Background: an optimization exercise with open tools, aiming at small area, a short achievable clock period and few clock cycles per item. Do not read the settings as production practice. Where RTL was checked, it was by simulation tests only, not by an equivalence proof against the original. No functional check of the RTL was part of runs 1 to 3. Power and IR drop assume default switching activity.

`flow/run.sh`:
```
#!/bin/bash
# synth_recipe.tcl (not shown) runs the flow's synth.tcl, then flattens the netlist and writes it again
# the make line also repeats each setting of config.mk as NAME=value (left out here)
make -C /OpenROAD-flow-scripts/flow DESIGN_CONFIG=/design/flow/config.mk WORK_HOME=/design/flow/orfs CLKGATE_MAP_FILE= SYNTH_SCRIPT=/design/flow/synth_recipe.tcl finish
```
`flow/config.mk`:
```
export PLATFORM = sky130hd
export DESIGN_NAME = ignition_advance_curve_lookup
export DESIGN_NICKNAME = ignition_advance_curve_lookup
export VERILOG_FILES = /design/flow/design.v
export SDC_FILE = /design/flow/constraint.sdc
export NUM_CORES = 4
export LEC_CHECK = 0
export ABC_CLOCK_PERIOD_IN_PS = 2000
export CAP_MARGIN = 20
export CORE_MARGIN = 2
export CORE_UTILIZATION = 40
export SETUP_SLACK_MARGIN = 4.5
export SLEW_MARGIN = 20
```
`flow/constraint.sdc`:
```
create_clock -name core_clock -period 7.0 [get_ports {clk}]
set_input_delay 1.4000 -clock core_clock [delete_from_list [all_inputs] [get_ports {clk}]]
set_output_delay 1.4000 -clock core_clock [all_outputs]
set_load 0.01 [all_outputs]
```
`flow/design.v`:
```
module ignition_advance_curve_lookup (
  input  logic        clk,
  input  logic        rst,
  input  logic        write_enable,
  input  logic [1:0]  write_index,
  input  logic [15:0] write_data,
  input  logic        in_valid,
  output logic        in_stall,
  input  logic [15:0] engine_speed,
  output logic        out_valid,
  input  logic        out_stall,
  output logic [11:0] spark_advance,
  output logic [1:0]  speed_region
);
  logic [11:0] cranking_advance;
  logic [11:0] top_advance;
  logic [15:0] cranking_speed_limit;
  always_ff @(posedge clk) begin
    if (rst) begin
      cranking_advance     <= 12'd50;
      top_advance          <= 12'd350;
      cranking_speed_limit <= 16'd500;
    end else if (write_enable) begin
      case (write_index)
        2'd0: cranking_advance     <= write_data[11:0];
        2'd1: top_advance          <= write_data[11:0];
        2'd2: cranking_speed_limit <= write_data;
        default: ;
      endcase
    end
  end
  logic        en;
  logic        skid_full;
  logic [15:0] skid_speed;
  logic        src_valid;
  logic [15:0] s;
  assign en        = !(out_valid && out_stall);
  assign in_stall  = skid_full;
  assign src_valid = skid_full || in_valid;
  assign s         = skid_full ? skid_speed : engine_speed;
  always_ff @(posedge clk) begin
    if (rst)                        skid_full <= 1'b0;
    else if (en)                    skid_full <= 1'b0;
    else if (in_valid && !skid_full) skid_full <= 1'b1;
  end
  always_ff @(posedge clk) begin
    if (!en && !skid_full) skid_speed <= engine_speed;
  end
  logic [13:0] s14;
  logic [3:0]  seg;
  logic [1:0]  region;
  assign s14 = s[13:0];    
  always_comb begin
    seg = 4'd0;
    if (s14 >= 14'd1067) seg = 4'd1;
    if (s14 >= 14'd2134) seg = 4'd2;
    if (s14 >= 14'd3200) seg = 4'd3;
    if (s14 >= 14'd4267) seg = 4'd4;
    if (s14 >= 14'd5334) seg = 4'd5;
    if (s14 >= 14'd6400) seg = 4'd6;
    if (s14 >= 14'd7467) seg = 4'd7;
    if (s14 >= 14'd8534) seg = 4'd8;
    if (s14 >= 14'd9600) seg = 4'd9;
    if (s14 >= 14'd10667) seg = 4'd10;
    if (s14 >= 14'd11734) seg = 4'd11;
    if (s14 >= 14'd12800) seg = 4'd12;
    if (s14 >= 14'd13867) seg = 4'd13;
    if (s14 >= 14'd14934) seg = 4'd14;
  end
  always_comb begin
    if (s < cranking_speed_limit)  region = 2'd0;
    else if (s >= 16'd16000)       region = 2'd2;
    else                           region = 2'd1;
  end
  logic        a_valid;
  logic [3:0]  a_seg;
  logic [10:0] a_s;
  logic [1:0]  a_region;
  always_ff @(posedge clk) begin
    if (rst)     a_valid <= 1'b0;
    else if (en) a_valid <= src_valid;
  end
  always_ff @(posedge clk) begin
    if (en) begin
      a_seg    <= seg;
      a_s      <= s[10:0];
      a_region <= region;
    end
  end
  logic [10:0] lo11;
  always_comb begin
    case (a_seg)
      4'd0: lo11 = 11'd0;
      4'd1: lo11 = 11'd1066;
      4'd2: lo11 = 11'd85;
      4'd3: lo11 = 11'd1152;
      4'd4: lo11 = 11'd170;
      4'd5: lo11 = 11'd1237;
      4'd6: lo11 = 11'd256;
      4'd7: lo11 = 11'd1322;
      4'd8: lo11 = 11'd341;
      4'd9: lo11 = 11'd1408;
      4'd10: lo11 = 11'd426;
      4'd11: lo11 = 11'd1493;
      4'd12: lo11 = 11'd512;
      4'd13: lo11 = 11'd1578;
      4'd14: lo11 = 11'd597;
      default: lo11 = 11'd0;
    endcase
  end
  logic        b_valid;
  logic [3:0]  b_seg;
  logic [10:0] b_delta;
  logic [1:0]  b_region;
  always_ff @(posedge clk) begin
    if (rst)     b_valid <= 1'b0;
    else if (en) b_valid <= a_valid;
  end
  always_ff @(posedge clk) begin
    if (en) begin
      b_seg    <= a_seg;
      b_delta  <= a_s - lo11;
      b_region <= a_region;
    end
  end
  logic [2:0]  asel;
  logic [3:0]  bsel;
  logic [14:0] pa, pb;
  always_comb begin
    case (b_seg)
      4'd0: begin asel = 3'b010; bsel = 4'b0010; end
      4'd1: begin asel = 3'b100; bsel = 4'b0100; end
      4'd2: begin asel = 3'b100; bsel = 4'b0100; end
      4'd3: begin asel = 3'b010; bsel = 4'b1000; end
      4'd4: begin asel = 3'b010; bsel = 4'b1000; end
      4'd5: begin asel = 3'b010; bsel = 4'b1000; end
      4'd6: begin asel = 3'b010; bsel = 4'b1000; end
      4'd7: begin asel = 3'b010; bsel = 4'b1000; end
      4'd8: begin asel = 3'b010; bsel = 4'b1000; end
      4'd9: begin asel = 3'b100; bsel = 4'b0100; end
      4'd10: begin asel = 3'b100; bsel = 4'b0100; end
      4'd11: begin asel = 3'b001; bsel = 4'b0100; end
      4'd12: begin asel = 3'b010; bsel = 4'b0010; end
      4'd13: begin asel = 3'b001; bsel = 4'b0001; end
      4'd14: begin asel = 3'b000; bsel = 4'b0000; end
      default: begin asel = 3'b000; bsel = 4'b0000; end
    endcase
  end
  assign pa = ({15{asel[0]}} & 15'(b_delta)) | ({15{asel[1]}} & (15'(b_delta) << 1))
            | ({15{asel[2]}} & (15'(b_delta) << 2));
  assign pb = ({15{bsel[0]}} & (15'(b_delta) << 1)) | ({15{bsel[1]}} & (15'(b_delta) << 2))
            | ({15{bsel[2]}} & (15'(b_delta) << 3)) | ({15{bsel[3]}} & (15'(b_delta) << 4));
  logic        c_valid;
  logic [3:0]  c_seg;
  logic [14:0] c_p;
  logic [1:0]  c_region;
  always_ff @(posedge clk) begin
    if (rst)     c_valid <= 1'b0;
    else if (en) c_valid <= b_valid;
  end
  always_ff @(posedge clk) begin
    if (en) begin
      c_seg    <= b_seg;
      c_p      <= pa + pb;
      c_region <= b_region;
    end
  end
  logic        w66, bneg;
  logic [16:0] v;
  always_comb begin
    case (c_seg)
      4'd0: begin w66 = 1'b1; bneg = 1'b0; end
      4'd1: begin w66 = 1'b0; bneg = 1'b1; end
      4'd2: begin w66 = 1'b0; bneg = 1'b1; end
      4'd3: begin w66 = 1'b1; bneg = 1'b0; end
      4'd4: begin w66 = 1'b0; bneg = 1'b1; end
      4'd5: begin w66 = 1'b0; bneg = 1'b1; end
      4'd6: begin w66 = 1'b1; bneg = 1'b0; end
      4'd7: begin w66 = 1'b0; bneg = 1'b1; end
      4'd8: begin w66 = 1'b0; bneg = 1'b1; end
      4'd9: begin w66 = 1'b1; bneg = 1'b0; end
      4'd10: begin w66 = 1'b0; bneg = 1'b1; end
      4'd11: begin w66 = 1'b0; bneg = 1'b1; end
      4'd12: begin w66 = 1'b1; bneg = 1'b0; end
      4'd13: begin w66 = 1'b0; bneg = 1'b0; end
      4'd14: begin w66 = 1'b0; bneg = 1'b0; end
      default: begin w66 = 1'b0; bneg = 1'b0; end
    endcase
  end
  assign v = w66 ? {c_p, 2'b00} + 17'(c_p[14:9]) + 17'(c_p[14:10])
                 : {c_p, 2'b00} - 17'(c_p[14:10]) - (bneg ? 17'd3 : 17'd0);
  logic        d_valid;
  logic [3:0]  d_seg;
  logic [7:0]  d_y;
  logic [1:0]  d_region;
  always_ff @(posedge clk) begin
    if (rst)     d_valid <= 1'b0;
    else if (en) d_valid <= c_valid;
  end
  always_ff @(posedge clk) begin
    if (en) begin
      d_seg    <= c_seg;
      d_y      <= v[16:9];
      d_region <= c_region;
    end
  end
  logic [8:0]  c_lo;
  logic [11:0] adv;
  always_comb begin
    case (d_seg)
      4'd0: c_lo = 9'd50;
      4'd1: c_lo = 9'd60;
      4'd2: c_lo = 9'd80;
      4'd3: c_lo = 9'd100;
      4'd4: c_lo = 9'd130;
      4'd5: c_lo = 9'd160;
      4'd6: c_lo = 9'd190;
      4'd7: c_lo = 9'd220;
      4'd8: c_lo = 9'd250;
      4'd9: c_lo = 9'd280;
      4'd10: c_lo = 9'd300;
      4'd11: c_lo = 9'd320;
      4'd12: c_lo = 9'd335;
      4'd13: c_lo = 9'd345;
      4'd14: c_lo = 9'd350;
      default: c_lo = 9'd350;
    endcase
  end
  function automatic logic [4:0] div5(input logic [7:0] y);
    case (y)
      8'd0: div5 = 5'd0;
      8'd1: div5 = 5'd0;
      8'd2: div5 = 5'd0;
      8'd3: div5 = 5'd0;
      8'd4: div5 = 5'd0;
      8'd5: div5 = 5'd1;
      8'd6: div5 = 5'd1;
      8'd7: div5 = 5'd1;
      8'd8: div5 = 5'd1;
      8'd9: div5 = 5'd1;
      8'd10: div5 = 5'd2;
      8'd11: div5 = 5'd2;
      8'd12: div5 = 5'd2;
      8'd13: div5 = 5'd2;
      8'd14: div5 = 5'd2;
      8'd15: div5 = 5'd3;
      8'd16: div5 = 5'd3;
      8'd17: div5 = 5'd3;
      8'd18: div5 = 5'd3;
      8'd19: div5 = 5'd3;
      8'd20: div5 = 5'd4;
      8'd21: div5 = 5'd4;
      8'd22: div5 = 5'd4;
      8'd23: div5 = 5'd4;
      8'd24: div5 = 5'd4;
      8'd25: div5 = 5'd5;
      8'd26: div5 = 5'd5;
      8'd27: div5 = 5'd5;
      8'd28: div5 = 5'd5;
      8'd29: div5 = 5'd5;
      8'd30: div5 = 5'd6;
      8'd31: div5 = 5'd6;
      8'd32: div5 = 5'd6;
      8'd33: div5 = 5'd6;
      8'd34: div5 = 5'd6;
      8'd35: div5 = 5'd7;
      8'd36: div5 = 5'd7;
      8'd37: div5 = 5'd7;
      8'd38: div5 = 5'd7;
      8'd39: div5 = 5'd7;
      8'd40: div5 = 5'd8;
      8'd41: div5 = 5'd8;
      8'd42: div5 = 5'd8;
      8'd43: div5 = 5'd8;
      8'd44: div5 = 5'd8;
      8'd45: div5 = 5'd9;
      8'd46: div5 = 5'd9;
      8'd47: div5 = 5'd9;
      8'd48: div5 = 5'd9;
      8'd49: div5 = 5'd9;
      8'd50: div5 = 5'd10;
      8'd51: div5 = 5'd10;
      8'd52: div5 = 5'd10;
      8'd53: div5 = 5'd10;
      8'd54: div5 = 5'd10;
      8'd55: div5 = 5'd11;
      8'd56: div5 = 5'd11;
      8'd57: div5 = 5'd11;
      8'd58: div5 = 5'd11;
      8'd59: div5 = 5'd11;
      8'd60: div5 = 5'd12;
      8'd61: div5 = 5'd12;
      8'd62: div5 = 5'd12;
      8'd63: div5 = 5'd12;
      8'd64: div5 = 5'd12;
      8'd65: div5 = 5'd13;
      8'd66: div5 = 5'd13;
      8'd67: div5 = 5'd13;
      8'd68: div5 = 5'd13;
      8'd69: div5 = 5'd13;
      8'd70: div5 = 5'd14;
      8'd71: div5 = 5'd14;
      8'd72: div5 = 5'd14;
      8'd73: div5 = 5'd14;
      8'd74: div5 = 5'd14;
      8'd75: div5 = 5'd15;
      8'd76: div5 = 5'd15;
      8'd77: div5 = 5'd15;
      8'd78: div5 = 5'd15;
      8'd79: div5 = 5'd15;
      8'd80: div5 = 5'd16;
      8'd81: div5 = 5'd16;
      8'd82: div5 = 5'd16;
      8'd83: div5 = 5'd16;
      8'd84: div5 = 5'd16;
      8'd85: div5 = 5'd17;
      8'd86: div5 = 5'd17;
      8'd87: div5 = 5'd17;
      8'd88: div5 = 5'd17;
      8'd89: div5 = 5'd17;
      8'd90: div5 = 5'd18;
      8'd91: div5 = 5'd18;
      8'd92: div5 = 5'd18;
      8'd93: div5 = 5'd18;
      8'd94: div5 = 5'd18;
      8'd95: div5 = 5'd19;
      8'd96: div5 = 5'd19;
      8'd97: div5 = 5'd19;
      8'd98: div5 = 5'd19;
      8'd99: div5 = 5'd19;
      8'd100: div5 = 5'd20;
      8'd101: div5 = 5'd20;
      8'd102: div5 = 5'd20;
      8'd103: div5 = 5'd20;
      8'd104: div5 = 5'd20;
      8'd105: div5 = 5'd21;
      8'd106: div5 = 5'd21;
      8'd107: div5 = 5'd21;
      8'd108: div5 = 5'd21;
      8'd109: div5 = 5'd21;
      8'd110: div5 = 5'd22;
      8'd111: div5 = 5'd22;
      8'd112: div5 = 5'd22;
      8'd113: div5 = 5'd22;
      8'd114: div5 = 5'd22;
      8'd115: div5 = 5'd23;
      8'd116: div5 = 5'd23;
      8'd117: div5 = 5'd23;
      8'd118: div5 = 5'd23;
      8'd119: div5 = 5'd23;
      8'd120: div5 = 5'd24;
      8'd121: div5 = 5'd24;
      8'd122: div5 = 5'd24;
      8'd123: div5 = 5'd24;
      8'd124: div5 = 5'd24;
      8'd125: div5 = 5'd25;
      8'd126: div5 = 5'd25;
      8'd127: div5 = 5'd25;
      8'd128: div5 = 5'd25;
      8'd129: div5 = 5'd25;
      8'd130: div5 = 5'd26;
      8'd131: div5 = 5'd26;
      8'd132: div5 = 5'd26;
      8'd133: div5 = 5'd26;
      8'd134: div5 = 5'd26;
      8'd135: div5 = 5'd27;
      8'd136: div5 = 5'd27;
      8'd137: div5 = 5'd27;
      8'd138: div5 = 5'd27;
      8'd139: div5 = 5'd27;
      8'd140: div5 = 5'd28;
      8'd141: div5 = 5'd28;
      8'd142: div5 = 5'd28;
      8'd143: div5 = 5'd28;
      8'd144: div5 = 5'd28;
      8'd145: div5 = 5'd29;
      8'd146: div5 = 5'd29;
      8'd147: div5 = 5'd29;
      8'd148: div5 = 5'd29;
      8'd149: div5 = 5'd29;
      8'd150: div5 = 5'd30;
      8'd151: div5 = 5'd30;
      8'd152: div5 = 5'd30;
      8'd153: div5 = 5'd30;
      8'd154: div5 = 5'd30;
      8'd155: div5 = 5'd31;
      8'd156: div5 = 5'd31;
      8'd157: div5 = 5'd31;
      8'd158: div5 = 5'd31;
      8'd159: div5 = 5'd31;
      8'd160: div5 = 5'd31;
      8'd161: div5 = 5'd31;
      8'd162: div5 = 5'd31;
      8'd163: div5 = 5'd31;
      8'd164: div5 = 5'd31;
      8'd165: div5 = 5'd31;
      8'd166: div5 = 5'd31;
      8'd167: div5 = 5'd31;
      8'd168: div5 = 5'd31;
      8'd169: div5 = 5'd31;
      8'd170: div5 = 5'd31;
      8'd171: div5 = 5'd31;
      8'd172: div5 = 5'd31;
      8'd173: div5 = 5'd31;
      8'd174: div5 = 5'd31;
      8'd175: div5 = 5'd31;
      8'd176: div5 = 5'd31;
      8'd177: div5 = 5'd31;
      8'd178: div5 = 5'd31;
      8'd179: div5 = 5'd31;
      8'd180: div5 = 5'd31;
      8'd181: div5 = 5'd31;
      8'd182: div5 = 5'd31;
      8'd183: div5 = 5'd31;
      8'd184: div5 = 5'd31;
      8'd185: div5 = 5'd31;
      8'd186: div5 = 5'd31;
      8'd187: div5 = 5'd31;
      8'd188: div5 = 5'd31;
      8'd189: div5 = 5'd31;
      8'd190: div5 = 5'd31;
      8'd191: div5 = 5'd31;
      8'd192: div5 = 5'd31;
      8'd193: div5 = 5'd31;
      8'd194: div5 = 5'd31;
      8'd195: div5 = 5'd31;
      8'd196: div5 = 5'd31;
      8'd197: div5 = 5'd31;
      8'd198: div5 = 5'd31;
      8'd199: div5 = 5'd31;
      8'd200: div5 = 5'd31;
      8'd201: div5 = 5'd31;
      8'd202: div5 = 5'd31;
      8'd203: div5 = 5'd31;
      8'd204: div5 = 5'd31;
      8'd205: div5 = 5'd31;
      8'd206: div5 = 5'd31;
      8'd207: div5 = 5'd31;
      8'd208: div5 = 5'd31;
      8'd209: div5 = 5'd31;
      8'd210: div5 = 5'd31;
      8'd211: div5 = 5'd31;
      8'd212: div5 = 5'd31;
      8'd213: div5 = 5'd31;
      8'd214: div5 = 5'd31;
      8'd215: div5 = 5'd31;
      8'd216: div5 = 5'd31;
      8'd217: div5 = 5'd31;
      8'd218: div5 = 5'd31;
      8'd219: div5 = 5'd31;
      8'd220: div5 = 5'd31;
      8'd221: div5 = 5'd31;
      8'd222: div5 = 5'd31;
      8'd223: div5 = 5'd31;
      8'd224: div5 = 5'd31;
      8'd225: div5 = 5'd31;
      8'd226: div5 = 5'd31;
      8'd227: div5 = 5'd31;
      8'd228: div5 = 5'd31;
      8'd229: div5 = 5'd31;
      8'd230: div5 = 5'd31;
      8'd231: div5 = 5'd31;
      8'd232: div5 = 5'd31;
      8'd233: div5 = 5'd31;
      8'd234: div5 = 5'd31;
      8'd235: div5 = 5'd31;
      8'd236: div5 = 5'd31;
      8'd237: div5 = 5'd31;
      8'd238: div5 = 5'd31;
      8'd239: div5 = 5'd31;
      8'd240: div5 = 5'd31;
      8'd241: div5 = 5'd31;
      8'd242: div5 = 5'd31;
      8'd243: div5 = 5'd31;
      8'd244: div5 = 5'd31;
      8'd245: div5 = 5'd31;
      8'd246: div5 = 5'd31;
      8'd247: div5 = 5'd31;
      8'd248: div5 = 5'd31;
      8'd249: div5 = 5'd31;
      8'd250: div5 = 5'd31;
      8'd251: div5 = 5'd31;
      8'd252: div5 = 5'd31;
      8'd253: div5 = 5'd31;
      8'd254: div5 = 5'd31;
      8'd255: div5 = 5'd31;
    endcase
  endfunction
  always_comb begin
    case (d_region)
      2'd0:    adv = cranking_advance;
      2'd2:    adv = top_advance;
      default: adv = 12'(c_lo) + 12'(div5(d_y));
    endcase
  end
  always_ff @(posedge clk) begin
    if (rst)     out_valid <= 1'b0;
    else if (en) out_valid <= d_valid;
  end
  always_ff @(posedge clk) begin
    if (en) begin
      spark_advance <= adv;
      speed_region  <= d_region;
    end
  end
endmodule
```
==> flow_metrics.env, run 1 <==
export IMPL_grt_max_degree=47
export IMPL_fin_crit_ps=3550
export IMPL_finalNetCount=1342
export IMPL_vias=8338
export IMPL_first_pass_iters=6
export IMPL_whs_ps=414
export IMPL_fp_dieW_um=163
export IMPL_finalPower_mw=4.87
export IMPL_timing_rr_start="c_p[12]$_DFFE_PN_"
export IMPL_critPathMaxFanout=4
export IMPL_viasPerCell=5.34
export IMPL_critical_path_top_delay_family="compound AO/OA/AOI/OAI gates"
export IMPL_synth_edf_count=99
export IMPL_critical_path_class="flop to flop"
export IMPL_arrival_ps=3870
export IMPL_synth_xor_area_share_pct=2.76
export IMPL_cpMaxStageDelayCell="fa_1"
export IMPL_synthMuxAreaShare_pct=4.67
export IMPL_cpPeakStageDelay_ps=620
export IMPL_slew_viol_final=0
export IMPL_finClkSkew_ps=11.5
export IMPL_synth_top_area_share_pct=29.4
export IMPL_yosys_area_share_simple_pct=15.0
export IMPL_cts_tree="built"
export IMPL_yosysUniqueCellTypes=83
export IMPL_synth_top_family_by_area="compound AO/OA/AOI/OAI gates"
export IMPL_worst_pin_slew_ps=732
export IMPL_crit_path_cell_trace="fa_1 > ha_4 > o21ai_4 > nand2b_4 > a21oi_4 > o21ai_4 > buf_12 > o41ai_4 > buf_4 > buf_6 > o211ai_1 > nand4b_1 > buf_4 > o31ai_2 > a2111oi_2"
export IMPL_hold_class="flop to flop"
export IMPL_synth_area_leaders="edfxtp_1 29%, dfxtp_1 14%, ha_1 9.6%, nand2_1 5.5%, a21oi_1 3.7%"
export IMPL_synth_compound_area_share_pct=18.7
export IMPL_grt_pass1_wl_um=40000
export IMPL_timing_final_ws_setup_ps=3450
export IMPL_htreeDepth=4
export IMPL_syn_to_final_growth_pct=38.6
export IMPL_rsz0062_at_grt="true"
export IMPL_crit_buf_inv=4
export IMPL_ant_nets=0
export IMPL_tns_ps=0
export IMPL_cts_root_buf="clkbuf_16"
export IMPL_yosys_area_top_type="edfxtp_1"
export IMPL_ios=55
export IMPL_required_ps=7320
export IMPL_cts_sinks=168
export IMPL_run_status="no timing/DRC/antenna violations"
export IMPL_first_global_vias=8097
export IMPL_core_area_um2=25000
export IMPL_setup_worst_path_start="c_p[12]$_DFFE_PN_"
export IMPL_cts_max_path_buffers=2
export IMPL_synth_cells=1057
export IMPL_die_area_um2=26600
export IMPL_synth_nets=1180
export IMPL_rows=58
export IMPL_ys_flop_type="edfxtp_1"
export IMPL_dp_hpwl_um=15400
export IMPL_clk_pin_slew_ps=70
export IMPL_grt_usage_pct=18.8
export IMPL_preCtsSetupSlack_ps=2470
export IMPL_drtIter0Drc=619
export IMPL_antenna_found_initial=0
export IMPL_initial_utilization_pct=40.4
export IMPL_finalHoldViolCount=0
export IMPL_worstHoldStart="c_region[0]$_DFFE_PN_"
export IMPL_wirelength_um=24900
export IMPL_period_share_pct=50.7
export IMPL_synth_seq_area_share_pct=43.0
export IMPL_ir_drop_uv=230
export IMPL_maxCapViolations=0
export IMPL_insertion_delay_ps=430
export IMPL_max_slew_margin_pct=51.2
export IMPL_drive_gt1_share_pct=31.7
export IMPL_synthAdderAreaFrac_pct=10.9
export IMPL_start_kind="flop"
export IMPL_syn_area_um2=10100
export IMPL_overflow=0
export IMPL_io_buffers=54
export IMPL_wl_per_cell_um=15.9
export IMPL_clock_fmax_mhz=282
export IMPL_p_per_area_nw_per_um2=347
export IMPL_drc=0
export IMPL_finalSetupViolations=0
export IMPL_p_leak_nw=5.58
export IMPL_cts_inserted_buffers=17
export IMPL_async_flop_share_pct=0
export IMPL_die_h_um=163
export IMPL_gp_congestion=0.904
export IMPL_avgSynthCellArea_um2=9.57
export IMPL_synth_seq_cells=168
export IMPL_yosys_warnings=1
export IMPL_end_kind="flop"
export IMPL_r2r_setup_slack_ps=3450
export IMPL_n_antenna_cell=0
## power breakdown
group / switching (mW) / internal (mW) / leakage, nW / total, mW
Combinational: 1.24 / 1.23 / 3.68 / 2.47
Clock: 0.439 / 0.483 / 0.290 / 0.923
Sequential: 0.201 / 1.27 / 1.61 / 1.48
Total: 1.88 / 2.99 / 5.58 / 4.87
## cell usage in the layout, fill, tap and decap left out, drive strengths merged, types with 21 or more instances in the layout
cell | netlist | layout
dfxtp | 69 | 69
clkdlybuf4s50 | 0 | 25
xnor2 | 24 | 24
a22oi | 21 | 21
inv | 80 | 93
mux2i | 37 | 37
nor2 | 75 | 75
nand2 | 148 | 148
edfxtp | 99 | 99
clkbuf | 32 | 21
o21ai | 52 | 52
ha | 78 | 78
buf | 14 | 136
a21oi | 74 | 74
## stage by stage
stage	std cells	area, um2	utilization [%]
2_1_floorplan	1057	10800	-
3_3_place_gp	1399	11400	45.5
3_5_place_dp	1399	11400	45.5
4_1_cts	1540	13500	53.8
5_1_grt	1562	14000	56.0
6_report	1562	14000	56.0
## worst register-to-register path, stage by stage (launching register included)
cell and delay, ps:
edfxtp_1 480, fa_1 620, ha_4 220, o21ai_4 170
nand2b_4 90, a21oi_4 240, o21ai_4 110, buf_12 150
o41ai_4 310, buf_4 190, buf_6 110, o211ai_1 100
nand4b_1 150, buf_4 130, o31ai_2 50, a2111oi_2 330
## cell families after synthesis
kind of cell	Yosys count
adders and majority gates	85
muxes	45
buffers and inverters	127
and+or+nand+nor	328
xor gates and xnor gates	31
AOI/OAI and AO/OA	273
DFF	168
## routing by layer
metal	GRT usage [%]	vias to the layer above	wire length (um)
met2	32.1	191	12400
met4	6.48	0	474
met1	24.3	3959	11100
li1	-	4152	-
met3	2.97	36	851
met5	0	-	0
## cell usage after synthesis, types with 12 or more instances
library cell	count
inv_1	80
nand3_1	19
nand2_1	147
nor3_1	12
a22oi_1	21
edfxtp_1	99
mux2i_1	36
o21ai_0	47
nand3b_1	15
a21oi_1	74
o21a_1	12
dfxtp_1	69
nor2_1	75
ha_1	78
clkbuf_1	31
xnor2_1	24
## flip-flops by register name (all words and copies together), names as in the netlist, 11 cells and up, named ones only
| signal | cells |
|---|---|
| top_advance | 12 |
| a_s | 11 |
| b_delta | 11 |
| skid_speed | 16 |
| cranking_speed_limit | 16 |
| c_p | 15 |
| spark_advance | 12 |
| cranking_advance | 12 |
## layout make-up
| class | count | area (um2) |
|---|---|---|
| Sequential cell | 168 | 4360 |
| Multi-Input combinational cell | 763 | 6490 |
| Fill cell | 2148 | 11000 |
| Inverter | 81 | 340 |
| Timing Repair Buffer | 186 | 1830 |
| Timing Repair inverter | 2 | 16.3 |
| Clock buffer | 18 | 439 |
| Clock inverter | 14 | 133 |
| Tap cell | 330 | 413 |
## final timing paths
| kind | to | cells after the start |
|---|---|---|
| worst max-delay path | flop | 15 |
| worst min-delay path | d_region[0]$_DFFE_PN_ | 0 |
| worst max register to register | flop | 15 |
| worst min register to register | d_region[0]$_DFFE_PN_ | 0 |
## what timing repair did
action / in CTS / in global routing
gates resized for setup: 190 / 95
buffers inserted: 103 / 22
setup endpoints to repair: 186 / 64
pin swaps: 61 / 66
hold buffers: 0 / 0
cloned: 6 / 0
==> inputs of run 2 (changes only) <==
--- a/flow/design.v
+++ b/flow/design.v
@@ -30,84 +30,69 @@
     end
   end
   logic        en;
-  logic        skid_full;
-  logic [15:0] skid_speed;
-  logic        src_valid;
   logic [15:0] s;
-  assign en        = !(out_valid && out_stall);
-  assign in_stall  = skid_full;
-  assign src_valid = skid_full || in_valid;
-  assign s         = skid_full ? skid_speed : engine_speed;
-  always_ff @(posedge clk) begin
-    if (rst)                        skid_full <= 1'b0;
-    else if (en)                    skid_full <= 1'b0;
-    else if (in_valid && !skid_full) skid_full <= 1'b1;
-  end
-  always_ff @(posedge clk) begin
-    if (!en && !skid_full) skid_speed <= engine_speed;
-  end
+  assign en       = !(out_valid && out_stall);
+  assign in_stall = !en;
+  assign s        = engine_speed;
   logic [13:0] s14;
-  logic [3:0]  seg;
+  logic [15:0] therm;
+  logic [14:0] oh;
   logic [1:0]  region;
   assign s14 = s[13:0];    
-  always_comb begin
-    seg = 4'd0;
-    if (s14 >= 14'd1067) seg = 4'd1;
-    if (s14 >= 14'd2134) seg = 4'd2;
-    if (s14 >= 14'd3200) seg = 4'd3;
-    if (s14 >= 14'd4267) seg = 4'd4;
-    if (s14 >= 14'd5334) seg = 4'd5;
-    if (s14 >= 14'd6400) seg = 4'd6;
-    if (s14 >= 14'd7467) seg = 4'd7;
-    if (s14 >= 14'd8534) seg = 4'd8;
-    if (s14 >= 14'd9600) seg = 4'd9;
-    if (s14 >= 14'd10667) seg = 4'd10;
-    if (s14 >= 14'd11734) seg = 4'd11;
-    if (s14 >= 14'd12800) seg = 4'd12;
-    if (s14 >= 14'd13867) seg = 4'd13;
-    if (s14 >= 14'd14934) seg = 4'd14;
-  end
+  assign therm[0] = 1'b1;
+  assign therm[1] = (s14 >= 14'd1067);
+  assign therm[2] = (s14 >= 14'd2134);
+  assign therm[3] = (s14 >= 14'd3200);
+  assign therm[4] = (s14 >= 14'd4267);
+  assign therm[5] = (s14 >= 14'd5334);
+  assign therm[6] = (s14 >= 14'd6400);
+  assign therm[7] = (s14 >= 14'd7467);
+  assign therm[8] = (s14 >= 14'd8534);
+  assign therm[9] = (s14 >= 14'd9600);
+  assign therm[10] = (s14 >= 14'd10667);
+  assign therm[11] = (s14 >= 14'd11734);
+  assign therm[12] = (s14 >= 14'd12800);
+  assign therm[13] = (s14 >= 14'd13867);
+  assign therm[14] = (s14 >= 14'd14934);
+  assign therm[15] = 1'b0;
+  assign oh = therm[14:0] & ~therm[15:1];
   always_comb begin
     if (s < cranking_speed_limit)  region = 2'd0;
     else if (s >= 16'd16000)       region = 2'd2;
     else                           region = 2'd1;
   end
   logic        a_valid;
-  logic [3:0]  a_seg;
+  logic [14:0] a_oh;
   logic [10:0] a_s;
   logic [1:0]  a_region;
   always_ff @(posedge clk) begin
     if (rst)     a_valid <= 1'b0;
-    else if (en) a_valid <= src_valid;
+    else if (en) a_valid <= in_valid;
   end
   always_ff @(posedge clk) begin
     if (en) begin
-      a_seg    <= seg;
+      a_oh     <= oh;
       a_s      <= s[10:0];
       a_region <= region;
     end
   end
   logic [10:0] lo11;
-  always_comb begin
-    case (a_seg)
-      4'd0: lo11 = 11'd0;
-      4'd1: lo11 = 11'd1066;
-      4'd2: lo11 = 11'd85;
-      4'd3: lo11 = 11'd1152;
-      4'd4: lo11 = 11'd170;
-      4'd5: lo11 = 11'd1237;
-      4'd6: lo11 = 11'd256;
-      4'd7: lo11 = 11'd1322;
-      4'd8: lo11 = 11'd341;
-      4'd9: lo11 = 11'd1408;
-      4'd10: lo11 = 11'd426;
-      4'd11: lo11 = 11'd1493;
-      4'd12: lo11 = 11'd512;
-      4'd13: lo11 = 11'd1578;
-      4'd14: lo11 = 11'd597;
-      default: lo11 = 11'd0;
-    endcase
-  end
+  logic [3:0]  a_seg;
+  assign lo11[0] = |(a_oh & 15'h4924);
+  assign lo11[1] = |(a_oh & 15'h2492);
+  assign lo11[2] = |(a_oh & 15'h4924);
+  assign lo11[3] = |(a_oh & 15'h2492);
+  assign lo11[4] = |(a_oh & 15'h4924);
+  assign lo11[5] = |(a_oh & 15'h2492);
+  assign lo11[6] = |(a_oh & 15'h4924);
+  assign lo11[7] = |(a_oh & 15'h0e38);
+  assign lo11[8] = |(a_oh & 15'h0fc0);
+  assign lo11[9] = |(a_oh & 15'h7000);
+  assign lo11[10] = |(a_oh & 15'h2aaa);
+  assign a_seg[0] = |(a_oh & 15'h2aaa);
+  assign a_seg[1] = |(a_oh & 15'h4ccc);
+  assign a_seg[2] = |(a_oh & 15'h70f0);
+  assign a_seg[3] = |(a_oh & 15'h7f00);
   logic        b_valid;
   logic [3:0]  b_seg;
   logic [10:0] b_delta;
--- a/flow/config.mk
+++ b/flow/config.mk
@@ -5,9 +5,9 @@
 export SDC_FILE = /design/flow/constraint.sdc
 export NUM_CORES = 4
 export LEC_CHECK = 0
-export ABC_CLOCK_PERIOD_IN_PS = 2000
+export ABC_AREA = 1
 export CAP_MARGIN = 20
 export CORE_MARGIN = 2
 export CORE_UTILIZATION = 40
-export SETUP_SLACK_MARGIN = 4.5
+export SETUP_SLACK_MARGIN = 3.6
 export SLEW_MARGIN = 20
==> flow_metrics.env, run 2 <==
export IMPL_grt_pass1_wl_um=36700
export IMPL_critPathMaxFanout=3
export IMPL_ys_flop_type="edfxtp_1"
export IMPL_fp_dieW_um=161
export IMPL_tns_ps=0
export IMPL_arrival_ps=2060
export IMPL_largest_reg_flops=16
export IMPL_ant_nets=0
export IMPL_gp_congestion=0.897
export IMPL_rows=57
export IMPL_cts_sinks=161
export IMPL_die_area_um2=25800
export IMPL_synth_edf_count=93
export IMPL_antenna_found_initial=0
export IMPL_syn_to_final_growth_pct=16.2
export IMPL_rsz0062_at_grt="true"
export IMPL_yosys_area_top_type="edfxtp_1"
export IMPL_synth_cells=1219
export IMPL_top_register="cranking_speed_limit"
export IMPL_max_slew_margin_pct=41.6
export IMPL_initial_utilization_pct=40.6
export IMPL_ios=55
export IMPL_fin_util_pct=47.1
export IMPL_first_pass_iters=5
export IMPL_grt_usage_pct=17.4
export IMPL_p_leak_nw=5.23
export IMPL_finalNetCount=1397
export IMPL_end_kind="primary output"
export IMPL_crit_buf_inv=3
export IMPL_p_per_area_nw_per_um2=347
export IMPL_drc=0
export IMPL_synth_seq_cells=161
export IMPL_layout_commonest_cell="nand2_1"
export IMPL_holdBufCountCts=0
export IMPL_avgSynthCellArea_um2=8.05
export IMPL_fin_crit_ps=3460
export IMPL_n_antenna_cell=0
export IMPL_clk_pin_slew_ps=70
export IMPL_run_status="no timing/DRC/antenna violations"
export IMPL_dp_hpwl_um=16100
export IMPL_synth_area_leaders="edfxtp_1 28%, dfxtp_1 14%, ha_1 9.4%, nand2_1 9.2%, inv_1 6.5%"
export IMPL_cpMaxStageDelayCell="clkdlybuf4s15_1"
export IMPL_required_ps=5600
export IMPL_worst_pin_slew_ps=873
export IMPL_synth_top_area_share_pct=28.5
export IMPL_clock_fmax_mhz=289
export IMPL_top_regs="cranking_speed_limit (16), c_p (15), a_oh (14)"
export IMPL_ir_drop_uv=144
export IMPL_final_cell_mix="240 x nand2_1, 170 x inv_1, 126 x nor2_1"
export IMPL_wirelength_um=22000
export IMPL_slew_viol_final=0
export IMPL_htreeDepth=4
export IMPL_overflow=0
export IMPL_start_kind="input pin"
export IMPL_syn_area_um2=9810
export IMPL_finClkSkew_ps=12.4
export IMPL_cts_max_path_buffers=2
export IMPL_io_buffers=54
export IMPL_drtIter0Drc=392
export IMPL_critical_path_class="input pin to primary output"
export IMPL_cpPeakStageDelay_ps=260
export IMPL_async_flop_share_pct=0
export IMPL_crit_path_cell_trace="buf_4 > nand2_8 > clkinvlp_4 > clkdlybuf4s15_1"
export IMPL_yosys_warnings=1
export IMPL_synth_seq_area_share_pct=42.3
export IMPL_vias=8156
export IMPL_synth_nets=1338
export IMPL_finalHoldViolCount=0
export IMPL_critical_path_top_delay_family="buffers and inverters"
export IMPL_yosysUniqueCellTypes=54
export IMPL_yosysMostFrequentCell="nand2_1"
export IMPL_finalSetupViolations=0
export IMPL_reg2reg_depth=18
export IMPL_cts_root_buf="clkbuf_16"
export IMPL_insertion_delay_ps=430
export IMPL_cts_tree="built"
export IMPL_maxCapViolations=0
export IMPL_core_area_um2=24200
export IMPL_wl_per_cell_um=13.6
export IMPL_min_path_cells=0
export IMPL_period_share_pct=49.4
export IMPL_die_h_um=161
export IMPL_synthTopCellsByCount="241 x nand2_1, 171 x inv_1, 126 x nor2_1, 93 x edfxtp_1, 86 x o21ai_0"
export IMPL_cts_inserted_buffers=17
export IMPL_grt_max_degree=97
export IMPL_viasPerCell=5.05
export IMPL_drive_gt1_share_pct=7.82
export IMPL_first_global_vias=7640
export IMPL_cp_depth=4
export IMPL_hold_class="flop to flop"
-- run 2: changes by cell type after synthesis, moves of 13 or more --
cell	delta
clkbuf_1	-13
inv_1	+91
nand2_2	+17
mux2i_1	-36
nand3_1	+49
nand3b_1	-14
nor2_1	+51
nand2_1	+94
xor2_1	+15
a22oi_1	-21
o21ai_0	+39
a21oi_1	-13
xnor2_1	-21
-- run 2: timing repair --
item                       CTS  global route
setup endpoints to repair   24             4
gates resized for setup     11             2
gates cloned                 2             0
buffers inserted             5             0
pin swaps                    1             0
-- run 2: final timing paths --
| check | end | slack, ps | startpoint |
|---|---|---|---|
| hold / removal | c_region[1]$_DFFE_PN_ | 420 | b_region[1]$_DFFE_PN_ |
| hold reg to reg | c_region[1]$_DFFE_PN_ | 420 | b_region[1]$_DFFE_PN_ |
| setup / recovery | in_stall | 3540 | out_stall |
| setup reg to reg | flop | 3950 | c_p[12]$_DFFE_PN_ |
-- run 2: layer usage --
layer	vias up	track usage, %	share of wire (%)
met2	164	28.7	46
met1	3764	23.9	49
li1	4205	-	-
met3	23	2.82	3.5
met4	0	5.08	1.5
met5	-	0	0
-- run 2: final cells by class --
type | count | area [um2]
inverters | 185 | 698
clock buffers | 18 | 450
fillers | 2372 | 12800
repair buffers | 64 | 637
well taps | 324 | 405
clock inverters | 14 | 175
repair inverters | 1 | 5.00
multi-input cells | 848 | 4870
flip-flops and latches | 161 | 4150
-- run 2: cells by family after synthesis --
group	after synthesis	synth area share (%)
and+or+nand+nor	512	22.6
AOI/OAI and AO/OA	231	14.0
buffers and inverters	211	8.26
DFF	161	42.3
adders and majority gates	80	10.7
xor gates and xnor gates	24	2.14
-- run 2: report_power, final --
group          leakage (nW)  total, mW  internal (mW)  switching [mW]
sequential             1.57       1.40           1.24           0.162
combinational          3.35       1.60          0.604           0.995
clock                 0.306      0.955          0.509           0.446
-- run 2: metrics by stage --
stage	power (mW)	area [um2]	std cells	hold WS [ps]	worst slack, ps
detailed placement	3.00	10700	1576	405	2100
finish	3.95	11400	1615	423	3540
global route	4.29	11400	1615	429	3520
CTS	3.98	11400	1615	422	3490
floorplan	2.60	9830	1219	400	3670
global placement	2.99	10700	1575	404	2090
==> inputs of run 3 (changes only) <==
--- a/flow/config.mk
+++ b/flow/config.mk
@@ -9,5 +9,5 @@
 export CAP_MARGIN = 20
 export CORE_MARGIN = 2
 export CORE_UTILIZATION = 40
-export SETUP_SLACK_MARGIN = 3.6
+export SETUP_SLACK_MARGIN = 3.8
 export SLEW_MARGIN = 20
==> flow_metrics.env, run 3 <==
export IMPL_wirelength_um=22100
export IMPL_reg2reg_depth=19
export IMPL_end_kind="primary output"
export IMPL_top_register="cranking_speed_limit"
export IMPL_ir_drop_uv=145
export IMPL_critPathMaxFanout=11
export IMPL_power_frac_seq_pct=34.9
export IMPL_synth_nets=1338
export IMPL_io_buffers=54
export IMPL_hold_class="flop to flop"
export IMPL_fin_crit_ps=3340
export IMPL_htreeDepth=4
export IMPL_synth_cells=1219
export IMPL_core_area_um2=24200
export IMPL_syn_area_um2=9810
export IMPL_period_share_pct=47.7
export IMPL_top_regs="cranking_speed_limit (16), c_p (15), a_oh (14)"
export IMPL_yosys_area_top_type="edfxtp_1"
export IMPL_maxCapViolations=0
export IMPL_finalNetCount=1397
export IMPL_r2r_setup_slack_ps=4030
export IMPL_cts_root_buf="clkbuf_16"
export IMPL_post_place_cells=1575
export IMPL_synth_area_leaders="edfxtp_1 28%, dfxtp_1 14%, ha_1 9.4%, nand2_1 9.2%, inv_1 6.5%"
export IMPL_layout_commonest_cell="nand2_1"
export IMPL_avgSynthCellArea_um2=8.05
export IMPL_first_pass_iters=7
export IMPL_crit_path_cell_trace="buf_4 > nand2_8 > inv_12 > clkbuf_2"
export IMPL_die_h_um=161
export IMPL_instances_no_fill=1615
export IMPL_grt_pass1_wl_um=37600
export IMPL_antenna_found_initial=0
export IMPL_tns_ps=0
export IMPL_yosysUniqueCellTypes=54
export IMPL_final_cell_mix="236 x nand2_1, 170 x inv_1, 125 x nor2_1"
export IMPL_syn_to_final_growth_pct=17.0
export IMPL_synth_seq_cells=161
export IMPL_fp_dieW_um=161
export IMPL_dp_hpwl_um=15900
export IMPL_cpPeakStageDelay_ps=160
export IMPL_crit_buf_inv=3
export IMPL_holdBufCountCts=0
export IMPL_cts_max_path_buffers=2
export IMPL_finalSetupViolations=0
export IMPL_finClkSkew_ps=14.3
export IMPL_yosys_warnings=1
export IMPL_cts_sinks=161
export IMPL_grt_usage_pct=17.9
export IMPL_drc=0
export IMPL_initial_utilization_pct=40.6
export IMPL_setup_worst_path_start="out_stall"
export IMPL_vias=8054
export IMPL_p_per_area_nw_per_um2=348
export IMPL_n_antenna_cell=0
export IMPL_first_global_vias=7796
export IMPL_intPower_mw=2.36
export IMPL_yosysMostFrequentCell="nand2_1"
export IMPL_combPwrFrac_pct=41.9
export IMPL_async_flop_share_pct=0
export IMPL_clkPwrFrac_pct=23.2
export IMPL_slew_viol_final=0
export IMPL_largest_reg_flops=16
export IMPL_clk_pin_slew_ps=70
export IMPL_synth_seq_area_share_pct=42.3
export IMPL_required_ps=5600
export IMPL_max_slew_margin_pct=42.8
export IMPL_ios=55
export IMPL_timing_rr_start="c_p[13]$_DFFE_PN_"
export IMPL_start_kind="input pin"
export IMPL_drtIter0Drc=432
export IMPL_viasPerCell=4.99
export IMPL_cts_tree="built"
export IMPL_run_status="no timing/DRC/antenna violations"
export IMPL_synth_edf_count=93
export IMPL_arrival_ps=1940
export IMPL_insertion_delay_ps=430
export IMPL_cp_depth=4
export IMPL_wl_per_cell_um=13.7
export IMPL_finalHoldViolCount=0
export IMPL_synth_top_area_share_pct=28.5
export IMPL_switching_power_mw=1.64
export IMPL_p_leak_nw=5.25
export IMPL_worst_pin_slew_ps=854
export IMPL_power_share_switching_pct=40.9
export IMPL_rsz0062_at_grt="true"
export IMPL_ant_nets=0
export IMPL_synthTopCellsByCount="241 x nand2_1, 171 x inv_1, 126 x nor2_1, 93 x edfxtp_1, 86 x o21ai_0"
export IMPL_critical_path_top_delay_family="buffers and inverters"
export IMPL_clock_fmax_mhz=300
export IMPL_gp_congestion=0.890
export IMPL_cts_inserted_buffers=17
export IMPL_drive_gt1_share_pct=9.06
export IMPL_critical_path_class="input pin to primary output"
export IMPL_finalPower_mw=4.00
export IMPL_rows=57
export IMPL_ys_flop_type="edfxtp_1"
export IMPL_cp_endpoint="in_stall"
export IMPL_grt_max_degree=91
export IMPL_overflow=0
export IMPL_cpMaxStageDelayCell="buf_4"
export IMPL_die_area_um2=25800
export IMPL_fin_util_pct=47.5
run 3: layout make-up:
type / count / area (um2)
Clock inverter: 15 / 184
Sequential cell: 161 / 4150
Inverter: 185 / 722
Timing Repair Buffer: 63 / 606
Multi-Input combinational cell: 849 / 4970
Clock buffer: 17 / 425
Timing Repair inverter: 1 / 8.76
Tap cell: 324 / 405
Fill cell: 2337 / 12700
run 3: cell families after synthesis:
kind of cell	after synthesis	synth area share (%)
and+or+nand+nor	512	22.6
AOI/OAI and AO/OA	231	14.0
buffers and inverters	211	8.26
DFF	161	42.3
adders and majority gates	80	10.7
xor gates and xnor gates	24	2.14
run 3: how the worst min path moves through the flow:
stage	from	cells past startpoint	end
global placement	a_region[1]$_SDFFCE_PN0N_	0	b_region[1]$_DFFE_PN_
detailed placement	a_region[0]$_SDFFCE_PN0N_	0	b_region[0]$_DFFE_PN_
floorplan	a_region[0]$_SDFFCE_PN0N_	0	b_region[0]$_DFFE_PN_
global route	a_region[0]$_SDFFCE_PN0N_	0	b_region[0]$_DFFE_PN_
CTS	a_region[0]$_SDFFCE_PN0N_	0	b_region[0]$_DFFE_PN_
finish	a_region[1]$_SDFFCE_PN0N_	0	b_region[1]$_DFFE_PN_
run 3: per-stage QoR:
step                hold slack, ps  instance area, um2  setup WS [ps]
CTS                            422               11400           3540
finish                         423               11500           3660
floorplan                      400                9850           3800
global route                   430               11500           3640
global placement               402               10700           2320
detailed placement             405               10700           2310
run 3: power by group through the flow:
stage | registers [mW] | logic [mW] | clock network (mW)
final | 1.40 | 1.68 | 0.926
after global routing | 1.42 | 1.92 | 0.995
after global placement | 1.42 | 1.59 | 0
after CTS | 1.40 | 1.60 | 0.951
after floorplan | 1.36 | 1.25 | 0
after detailed placement | 1.42 | 1.59 | 0
run 3: layer usage:
metal  routed length, um  vias up  GRT usage (%)  part of all wire, %
met2               10200      162           29.6                   46
met3                 760       18           2.89                  3.4
li1                    -     4202              -                    -
met4                 225        0           4.46                  1.0
met5                   0        -              0                    0
met1               10900     3672           24.6                   49
run 3: what timing repair did:
item,4_1_cts,5_1_grt
gates resized for setup,18,26
pin swaps,1,0
gates cloned,3,0
setup endpoints to repair,23,18
buffers inserted,1,4
hold endpoints to repair,0,0
==> inputs of run 4 (changes only) <==
--- a/flow/design.v
+++ b/flow/design.v
@@ -29,10 +29,12 @@
       endcase
     end
   end
+  logic        o2_full;
+  logic        run;
   logic        en;
   logic [15:0] s;
-  assign en       = !(out_valid && out_stall);
-  assign in_stall = !en;
+  assign en       = run;
+  assign in_stall = o2_full;
   assign s        = engine_speed;
   logic [13:0] s14;
   logic [15:0] therm;
@@ -478,14 +480,34 @@
       default: adv = 12'(c_lo) + 12'(div5(d_y));
     endcase
   end
+  logic        o_free;
+  logic [11:0] o2_adv;
+  logic [1:0]  o2_region;
+  assign o_free = !out_valid || !out_stall;
   always_ff @(posedge clk) begin
-    if (rst)     out_valid <= 1'b0;
-    else if (en) out_valid <= d_valid;
+    if (rst) begin
+      out_valid <= 1'b0;
+      o2_full   <= 1'b0;
+      run       <= 1'b1;
+    end else if (o_free) begin
+      out_valid <= o2_full || d_valid;
+      o2_full   <= 1'b0;
+      run       <= 1'b1;
+    end else if (!o2_full) begin
+      o2_full   <= d_valid;
+      run       <= !d_valid;
+    end
   end
   always_ff @(posedge clk) begin
-    if (en) begin
-      spark_advance <= adv;
-      speed_region  <= d_region;
+    if (o_free) begin
+      spark_advance <= o2_full ? o2_adv : adv;
+      speed_region  <= o2_full ? o2_region : d_region;
+    end
+  end
+  always_ff @(posedge clk) begin
+    if (!o_free && !o2_full) begin
+      o2_adv    <= adv;
+      o2_region <= d_region;
     end
   end
 endmodule
==> flow_metrics.env, run 4 <==
export IMPL_run_status="no timing/DRC/antenna violations"
export IMPL_clock_fmax_mhz=318
export IMPL_post_place_cells=1595
export IMPL_hold_class="flop to flop"
export IMPL_required_ps=7170
export IMPL_syn_area_um2=10300
export IMPL_first_global_vias=7828
export IMPL_vias=8205
export IMPL_wirelength_um=22800
export IMPL_cpPeakStageDelay_ps=430
export IMPL_max_slew_margin_pct=41.7
export IMPL_insertion_delay_ps=440
export IMPL_async_flop_share_pct=0
export IMPL_crit_path_cell_trace="clkinvlp_4 > o22ai_1 > ha_1 > inv_1 > fa_1 > nand3b_1 > and2_1 > o221ai_1 > a21oi_1 > o21ai_0 > a21oi_1 > nor2_1 > nor2_1 > xnor2_1"
export IMPL_critical_path_top_delay_family="compound AO/OA/AOI/OAI gates"
export IMPL_cts_tree="built"
export IMPL_rsz0062_at_grt="true"
export IMPL_yosys_area_top_type="edfxtp_1"
export IMPL_yosys_warnings=1
export IMPL_synth_seq_cells=177
export IMPL_ios=55
export IMPL_cts_sinks=177
export IMPL_p_per_area_nw_per_um2=325
export IMPL_cts_inserted_buffers=17
export IMPL_grt_usage_pct=17.4
export IMPL_drive_gt1_share_pct=8.44
export IMPL_end_kind="flop"
export IMPL_rows=58
export IMPL_synth_area_leaders="edfxtp_1 31%, dfxtp_1 14%, nand2_1 9.5%, ha_1 9.0%, inv_1 5.8%"
export IMPL_ant_nets=0
export IMPL_synth_top_area_share_pct=31.1
export IMPL_layout_commonest_cell="nand2_1"
export IMPL_antenna_found_initial=1
export IMPL_drc=0
export IMPL_synthTopCellsByCount="261 x nand2_1, 160 x inv_1, 118 x nor2_1, 107 x edfxtp_1, 79 x nand3_1"
export IMPL_cts_max_path_buffers=2
export IMPL_p_leak_nw=5.41
export IMPL_final_cell_mix="261 x nand2_1, 159 x inv_1, 117 x nor2_1"
export IMPL_synth_edf_count=107
export IMPL_top_regs="cranking_speed_limit (16), c_p (15), a_oh (14)"
export IMPL_yosysMostFrequentCell="nand2_1"
export IMPL_drtIter0Drc=548
export IMPL_io_buffers=54
export IMPL_slew_viol_final=0
export IMPL_die_area_um2=27100
export IMPL_synth_nets=1353
export IMPL_synth_cells=1234
export IMPL_die_h_um=165
export IMPL_grt_pass1_wl_um=37700
export IMPL_maxCapViolations=0
export IMPL_n_antenna_cell=0
export IMPL_finalNetCount=1409
export IMPL_cpMaxStageDelayCell="dfxtp_1"
export IMPL_yosysUniqueCellTypes=57
export IMPL_cts_root_buf="clkbuf_16"
export IMPL_finClkSkew_ps=15.3
export IMPL_largest_reg_flops=16
export IMPL_critPathMaxFanout=9
export IMPL_ir_drop_uv=163
export IMPL_period_share_pct=44.9
export IMPL_avgSynthCellArea_um2=8.36
export IMPL_gp_congestion=0.873
export IMPL_viasPerCell=5.02
export IMPL_top_register="cranking_speed_limit"
export IMPL_finalHoldViolCount=0
export IMPL_start_kind="flop"
export IMPL_critical_path_class="flop to flop"
export IMPL_instances_no_fill=1633
export IMPL_syn_to_final_growth_pct=15.9
export IMPL_fin_crit_ps=3140
export IMPL_crit_buf_inv=2
export IMPL_fillCellCount=2465
export IMPL_grt_max_degree=70
export IMPL_ys_flop_type="edfxtp_1"
export IMPL_htreeDepth=4
export IMPL_worst_pin_slew_ps=871
export IMPL_dp_hpwl_um=17200
export IMPL_synth_seq_area_share_pct=44.7
export IMPL_overflow=0
export IMPL_first_pass_iters=5
export IMPL_initial_utilization_pct=40.9
export IMPL_arrival_ps=3310
export IMPL_whs_ps=426
export IMPL_fp_dieW_um=165
export IMPL_core_area_um2=25300
export IMPL_finalSetupViolations=0
export IMPL_wl_per_cell_um=14.0
export IMPL_tns_ps=0
export IMPL_clk_pin_slew_ps=80
run 4: report_power, final:
group	leakage (nW)	total, mW	internal [mW]	switching, mW
clock	0.313	1.01	0.510	0.499
sequential	1.72	1.45	1.31	0.134
combinational	3.38	1.44	0.550	0.885
run 4: final timing paths:
| kind | start | end | slack (ps) | cells after the start |
|---|---|---|---|---|
| worst min register to register | c_region[1]$_DFFE_PP_ | d_region[1]$_DFFE_PP_ | 430 | 0 |
| worst max register to register | asel[0]$_SDFF_PP0_ | c_p[13]$_DFFE_PP_ | 3860 | 14 |
| worst max-delay path | asel[0]$_SDFF_PP0_ | c_p[13]$_DFFE_PP_ | 3860 | 14 |
| worst min-delay path | c_region[1]$_DFFE_PP_ | d_region[1]$_DFFE_PP_ | 430 | 0 |
run 4: repair_timing:
item,4_1_cts,5_1_grt
hold buffers,0,0
buffers inserted,0,6
pin swaps,0,2
gates resized for setup,3,12
endpoints found under the hold margin,0,0
endpoints found under the setup margin,25,14
run 4: cells by family (layout without fill, tap and decap cells):
group	after synthesis	after routing	share of synthesized area, %
AND/OR/NAND/NOR	537	537	23.0
AO/OA/AOI/OAI	218	218	12.8
buffers and inverters	198	267	7.26
flip-flops	177	177	44.7
adder cells (fa/ha/maj)	80	80	10.1
XOR/XNOR	24	24	2.11
run 4: cell type report:
type	count	area, um2	area share, %
tap	330	413	3.45
multi-input combinational	859	5000	41.8
inverter	172	658	5.50
sequential	177	4620	38.6
clock buffer	17	425	3.56
timing repair buffer	63	616	5.15
clock inverter	15	224	1.87
run 4: metrics by stage:
stage          instance area, um2  worst slack, ps  util (%)  power [mW]
2_1_floorplan               10300             4070         -        2.48
3_3_place_gp                11200             3190      44.3        2.84
5_1_grt                     12000             3580      47.4        4.19
4_1_cts                     11900             3820      46.9        3.87
6_report                    12000             3860      47.4        3.89
3_5_place_dp                11200             3140      44.3        2.85
run 4: routing by layer:
metal,GRT usage [%],vias to the layer above,part of all wire (%)
met5,0,-,0.088
met4,4.58,2,1.3
met3,3.72,22,4.3
met2,28.0,173,46
met1,23.8,3739,48
li1,-,4269,-
Testbench counts of run 4, summed over its fixed seeds: cycles 9,640, items 9,600.
==> inputs of run 5 (changes only) <==
--- a/flow/config.mk
+++ b/flow/config.mk
@@ -9,5 +9,5 @@
 export CAP_MARGIN = 20
 export CORE_MARGIN = 2
 export CORE_UTILIZATION = 40
-export SETUP_SLACK_MARGIN = 3.8
+export SETUP_SLACK_MARGIN = 4.4
 export SLEW_MARGIN = 20
==> flow_metrics.env, run 5 <==
export IMPL_fp_dieW_um=165
export IMPL_min_path_cells=0
export IMPL_critical_path_top_delay_family="simple AND/OR/NAND/NOR gates"
export IMPL_grt_usage_pct=17.8
export IMPL_critPathMostFrequentCell="nand2_1"
export IMPL_final_cell_mix="239 x nand2_1, 146 x inv_1, 116 x nor2_1"
export IMPL_syn_to_final_growth_pct=25.9
export IMPL_synth_area_leaders="edfxtp_1 31%, dfxtp_1 14%, nand2_1 9.5%, ha_1 9.0%, inv_1 5.8%"
export IMPL_first_pass_iters=5
export IMPL_p_per_area_nw_per_um2=324
export IMPL_fin_crit_ps=2920
export IMPL_yosysMostFrequentCell="nand2_1"
export IMPL_required_ps=7320
export IMPL_wl_per_cell_um=14.5
export IMPL_die_h_um=165
export IMPL_n_antenna_cell=0
export IMPL_yosysUniqueCellTypes=57
export IMPL_crit_path_cell_trace="buf_6 > fa_1 > ha_1 > nand2_1 > inv_1 > nand2_1 > inv_1 > nand2_1 > nand2_2 > nand3_2 > nand2_2 > nand2_2 > nand3_4 > nand2_8 > inv_8 > nand2_1 > nand2_1 > nand3_1 > nand3_1 > nand2_1 > nand2_1 > nand2_1"
export IMPL_cp_depth=22
export IMPL_initial_utilization_pct=40.9
export IMPL_tns_ps=0
export IMPL_critPathMaxFanout=8
export IMPL_top_register="cranking_speed_limit"
export IMPL_grt_use_met1_pct=24.3
export IMPL_ant_nets=0
export IMPL_die_area_um2=27100
export IMPL_yosys_area_top_type="edfxtp_1"
export IMPL_arrival_ps=3250
export IMPL_drc=0
export IMPL_end_kind="flop"
export IMPL_cts_max_path_buffers=2
export IMPL_htreeDepth=4
export IMPL_top_regs="cranking_speed_limit (16), c_p (15), a_oh (14)"
export IMPL_drtIter0Drc=591
export IMPL_yosys_area_share_simple_pct=23.0
export IMPL_antenna_found_initial=0
export IMPL_core_area_um2=25300
export IMPL_drive_gt1_share_pct=21.3
export IMPL_synth_compound_area_share_pct=12.8
export IMPL_avgSynthCellArea_um2=8.36
export IMPL_holdBufCountCts=0
export IMPL_start_kind="flop"
export IMPL_cpPeakStageDelay_ps=460
export IMPL_async_flop_share_pct=0
export IMPL_timing_final_ws_setup_ps=4080
export IMPL_worst_pin_slew_ps=810
export IMPL_syn_area_um2=10300
export IMPL_post_place_cells=1596
export IMPL_grt_pass1_wl_um=38500
export IMPL_ios=55
export IMPL_ir_drop_uv=155
export IMPL_ys_flop_type="edfxtp_1"
export IMPL_critical_path_class="flop to flop"
export IMPL_p_leak_nw=5.84
export IMPL_layout_commonest_cell="nand2_1"
export IMPL_synth_cells=1234
export IMPL_finalHoldViolCount=0
export IMPL_synthTopCellsByCount="261 x nand2_1, 160 x inv_1, 118 x nor2_1, 107 x edfxtp_1, 79 x nand3_1"
export IMPL_synthAdderAreaFrac_pct=10.1
export IMPL_dp_hpwl_um=17300
export IMPL_clock_fmax_mhz=342
export IMPL_synth_seq_area_share_pct=44.7
export IMPL_grt_max_degree=65
export IMPL_crit_buf_inv=4
export IMPL_period_share_pct=41.8
export IMPL_slew_viol_final=0
export IMPL_finalNetCount=1468
export IMPL_synth_xor_area_share_pct=2.11
export IMPL_finClkSkew_ps=17.2
export IMPL_io_buffers=54
export IMPL_synth_top_family_by_area="simple AND/OR/NAND/NOR gates"
export IMPL_cts_root_buf="clkbuf_16"
export IMPL_rows=58
export IMPL_cts_tree="built"
export IMPL_cpMaxStageDelayCell="edfxtp_1"
export IMPL_insertion_delay_ps=440
export IMPL_run_status="no timing/DRC/antenna violations"
export IMPL_fillCellCount=2395
export IMPL_overflow=0
export IMPL_instances_no_fill=1692
export IMPL_preCtsSetupSlack_ps=3430
export IMPL_gp_congestion=0.854
export IMPL_vias=8557
export IMPL_maxCapViolations=0
export IMPL_yosys_warnings=1
export IMPL_synth_top_area_share_pct=31.1
export IMPL_synth_seq_cells=177
export IMPL_hold_class="flop to flop"
export IMPL_synthMuxAreaShare_pct=0
export IMPL_met3_usage_pct=2.99
export IMPL_max_slew_margin_pct=45.8
export IMPL_clk_pin_slew_ps=80
export IMPL_stdcell_area_um2=13000
export IMPL_cts_sinks=177
export IMPL_rsz0062_at_grt="true"
export IMPL_largest_reg_flops=16
export IMPL_reg2reg_depth=22
export IMPL_place_area_um2=11300
export IMPL_busiest_layer="met2"
export IMPL_synth_nets=1353
export IMPL_wirelength_um=24500
export IMPL_first_global_vias=7873
export IMPL_synth_edf_count=107
export IMPL_finalSetupViolations=0
export IMPL_grtUsageMet2_pct=29.5
export IMPL_cts_inserted_buffers=17
export IMPL_viasPerCell=5.06
==> run 5: final timing paths <==
path                                                start  slack (ps)                     to
worst max register to register          c_p[13]$_DFFE_PP_        4080                   flop
worst max-delay path                    c_p[13]$_DFFE_PP_        4080                   flop
worst min register to register  a_region[0]$_SDFFCE_PN0P_         410  b_region[0]$_DFFE_PP_
worst min-delay path            a_region[0]$_SDFFCE_PN0P_         410  b_region[0]$_DFFE_PP_
==> run 5: through the flow <==
step	hold WS, ps	util (%)	power, mW
3_5_place_dp	405	44.7	2.87
5_1_grt	424	51.4	4.51
2_1_floorplan	400	-	2.50
6_report	413	51.4	4.21
4_1_cts	414	48.8	4.01
3_3_place_gp	402	44.7	2.85
==> run 5: worst register-to-register path: cells and delay by family (launching register included) <==
| family | cells | cell delay, ps |
|---|---|---|
| flops | 1 | 460 |
| simple gates | 16 | 1260 |
| fa+ha+maj | 2 | 740 |
| buf+inv | 4 | 360 |
==> run 5: cell families after synthesis <==
logic type / count (synthesis)
AO/OA/AOI/OAI: 218
XOR/XNOR: 24
adder cells (fa/ha/maj): 80
buffers and inverters: 198
flip-flops: 177
AND/OR/NAND/NOR: 537
==> run 5: cell type report <==
cell class              count  area (um2)  area share, %
multi-input cells         860        5530           42.6
flip-flops and latches    177        4630           35.6
repair buffers            120        1080           8.31
inverters                 172         689           5.31
clock buffers              17         425           3.27
well taps                 330         413           3.18
clock inverters            15         216           1.67
repair inverters            1        7.51         0.0578
==> run 5: repair_timing <==
action                                  in CTS  in global routing
pin swaps                                   37                 64
endpoints found under the setup margin      73                 49
cloned                                       0                  2
gates resized for setup                    109                109
buffers inserted                            27                 35
==> run 5: report_power, final <==
part	total (mW)	switching, mW	leakage (nW)	internal (mW)
registers	1.45	0.136	1.72	1.31
logic	1.77	1.04	3.81	0.732
clock network	0.993	0.492	0.307	0.502
total	4.21	1.66	5.84	2.54
==> run 5: layer usage <==
metal	vias up	wire [um]
met5	-	0
met4	0	267
met3	20	873
met2	180	11800
met1	3957	11500
li1	4400	-
==> inputs of run 6 (changes only) <==
--- a/flow/config.mk
+++ b/flow/config.mk
@@ -9,5 +9,5 @@
 export CAP_MARGIN = 20
 export CORE_MARGIN = 2
 export CORE_UTILIZATION = 40
-export SETUP_SLACK_MARGIN = 4.4
+export SETUP_SLACK_MARGIN = 4.1
 export SLEW_MARGIN = 20
==> flow_metrics.env, run 6 <==
export IMPL_rows=58
export IMPL_htreeDepth=4
export IMPL_core_area_um2=25300
export IMPL_finalNetCount=1435
export IMPL_vias=8307
export IMPL_cts_sinks=177
export IMPL_avgSynthCellArea_um2=8.36
export IMPL_synth_edf_count=107
export IMPL_async_flop_share_pct=0
export IMPL_synth_area_leaders="edfxtp_1 31%, dfxtp_1 14%, nand2_1 9.5%, ha_1 9.0%, inv_1 5.8%"
export IMPL_synth_seq_cells=177
export IMPL_finClkSkew_ps=14.4
export IMPL_p_per_area_nw_per_um2=329
export IMPL_run_status="no timing/DRC/antenna violations"
export IMPL_antenna_found_initial=1
export IMPL_period_share_pct=41.7
export IMPL_cts_inserted_buffers=17
export IMPL_synth_xor_area_share_pct=2.11
export IMPL_crit_path_cell_trace="fa_1 > ha_4 > nand2_1 > inv_1 > nand2_2 > inv_2 > nand2_2 > nand2_4 > nand4_1 > nand3_1 > nand2_2 > nand2_2 > nand2_4 > nor2_4 > inv_2 > o311ai_2 > nand2_1"
export IMPL_io_buffers=54
export IMPL_synth_compound_area_share_pct=12.8
export IMPL_preCtsSetupSlack_ps=3050
export IMPL_grt_pass1_wl_um=37700
export IMPL_tns_ps=0
export IMPL_first_global_vias=7715
export IMPL_synth_cells=1234
export IMPL_clk_pin_slew_ps=80
export IMPL_p_leak_nw=5.64
export IMPL_yosys_area_top_type="edfxtp_1"
export IMPL_grt_max_degree=65
export IMPL_cts_tree="built"
export IMPL_rsz0062_at_grt="true"
export IMPL_worst_pin_slew_ps=880
export IMPL_drc=0
export IMPL_grt_usage_pct=17.6
export IMPL_n_antenna_cell=0
export IMPL_drtIter0Drc=623
export IMPL_layout_commonest_cell="nand2_1"
export IMPL_maxCapViolations=0
export IMPL_fin_crit_ps=2920
export IMPL_synth_seq_area_share_pct=44.7
export IMPL_top_regs="cranking_speed_limit (16), c_p (15), a_oh (14)"
export IMPL_fp_dieW_um=165
export IMPL_dp_hpwl_um=17100
export IMPL_clock_fmax_mhz=342
export IMPL_wirelength_um=23500
export IMPL_ys_flop_type="edfxtp_1"
export IMPL_yosys_area_share_simple_pct=23.0
export IMPL_start_kind="flop"
export IMPL_cts_max_path_buffers=2
export IMPL_critPathMaxFanout=5
export IMPL_ios=55
export IMPL_yosys_warnings=1
export IMPL_cpMaxStageDelayCell="fa_1"
export IMPL_wl_per_cell_um=14.2
export IMPL_max_slew_margin_pct=41.1
export IMPL_arrival_ps=3240
export IMPL_required_ps=7320
export IMPL_cpPeakStageDelay_ps=550
export IMPL_first_pass_iters=5
export IMPL_critPathMostFrequentCell="nand2_2"
export IMPL_synthMuxAreaShare_pct=0
export IMPL_drive_gt1_share_pct=13.8
export IMPL_synthTopCellsByCount="261 x nand2_1, 160 x inv_1, 118 x nor2_1, 107 x edfxtp_1, 79 x nand3_1"
export IMPL_ant_nets=0
export IMPL_viasPerCell=5.01
export IMPL_finalSetupViolations=0
export IMPL_insertion_delay_ps=450
export IMPL_die_h_um=165
export IMPL_largest_reg_flops=16
export IMPL_timing_final_ws_setup_ps=4080
## run 6: cell counts after synthesis
No cell type changed its count.
## run 6: where the power goes
part / internal [mW] / switching (mW)
Sequential: 1.31 / 0.129
Clock: 0.512 / 0.507
Combinational: 0.648 / 0.967
Total: 2.47 / 1.60
## run 6: logic make-up after synthesis
family                     count (synthesis)
DFF                                      177
buffers and inverters                    198
adders and majority gates                 80
xor gates and xnor gates                  24
AOI/OAI and AO/OA                        218
and+or+nand+nor                          537
## run 6: routing by layer
layer | global-route usage (%) | up-vias | share of wire (%)
met1 | 24.1 | 3785 | 48
met2 | 28.9 | 178 | 47
met3 | 3.14 | 17 | 3.7
met5 | 0 | - | 0.068
li1 | - | 4325 | -
met4 | 4.43 | 2 | 1.0
## run 6: layout make-up
cell class              instances  area [um2]  area share (%)
multi-input cells             859        5180            41.8
flip-flops and latches        177        4630            37.3
repair buffers                 88         850            6.86
inverters                     172         669            5.40
clock buffers                  17         425            3.43
well taps                     330         413            3.33
clock inverters                15         219            1.77
repair inverters                1        7.51          0.0606
## run 6: path summary, 6_finish.rpt
path	from	end	slack, ps
setup reg to reg	c_p[13]$_DFFE_PP_	flop	4080
hold reg to reg	b_region[0]$_DFFE_PP_	c_region[0]$_DFFE_PP_	420
setup / recovery	c_p[13]$_DFFE_PP_	flop	4080
hold / removal	b_region[0]$_DFFE_PP_	c_region[0]$_DFFE_PP_	420
## run 6: worst max-delay path: cells and delay by family, from the launching register on
| kind | cells | cell delay (ps) |
|---|---|---|
| AOI/OAI and AO/OA | 1 | 270 |
| DFF | 1 | 470 |
| and+or+nand+nor | 11 | 1030 |
| buffers and inverters | 3 | 180 |
| adders and majority gates | 2 | 840 |
## run 6: timing repair
action / 4_1_cts / 5_1_grt
gates resized for setup: 23 / 71
buffers inserted: 10 / 19
pin swaps: 3 / 37
setup endpoints to repair: 37 / 18
hold buffers: 0 / 0
gates cloned: 0 / 2
## run 6: stage by stage
step	instances	util [%]	power [mW]	instance area (um2)	hold WS [ps]
after floorplan	1234	-	2.48	10300	400
after global placement	1594	44.3	2.83	11200	401
after detailed placement	1596	44.4	2.84	11200	406
after CTS	1638	47.5	3.91	12000	426
after global routing	1659	49.1	4.37	12400	439
final	1659	49.1	4.07	12400	423

separate check: timing with driven ports:
The flow's constraints put no driver on any port. The routed layouts listed below were extracted and timed again, unchanged, in two steps. Step 1 sets driving cells, clkbuf_16 on the clock port and buf_2 on the other inputs (assumed; they add their load-dependent delay and slew). Step 2 times the ports against the registers' clock, not the clock port: input delays grow and output delays shrink by t, the midpoint of the rising clock arrivals with the driver on. Slacks: ideal ports / drivers / drivers and shift; pairs: ideal ports / drivers.
| run | t (ns) | setup slack, ns |
|---|---|---|
| run 1 | 0.469 | 3.453 / 3.453 / 3.437 |
| run 2 | 0.467 | 3.542 / 3.517 / 3.324 |
| run 3 | 0.467 | 3.661 / 3.634 / 3.459 |
| run 4 | 0.481 | 3.856 / 3.856 / 3.502 |
| run 5 | 0.479 | 4.076 / 4.076 / 3.968 |
| run 6 | 0.486 | 4.080 / 4.080 / 3.743 |
After both steps every run listed still meets setup and hold.
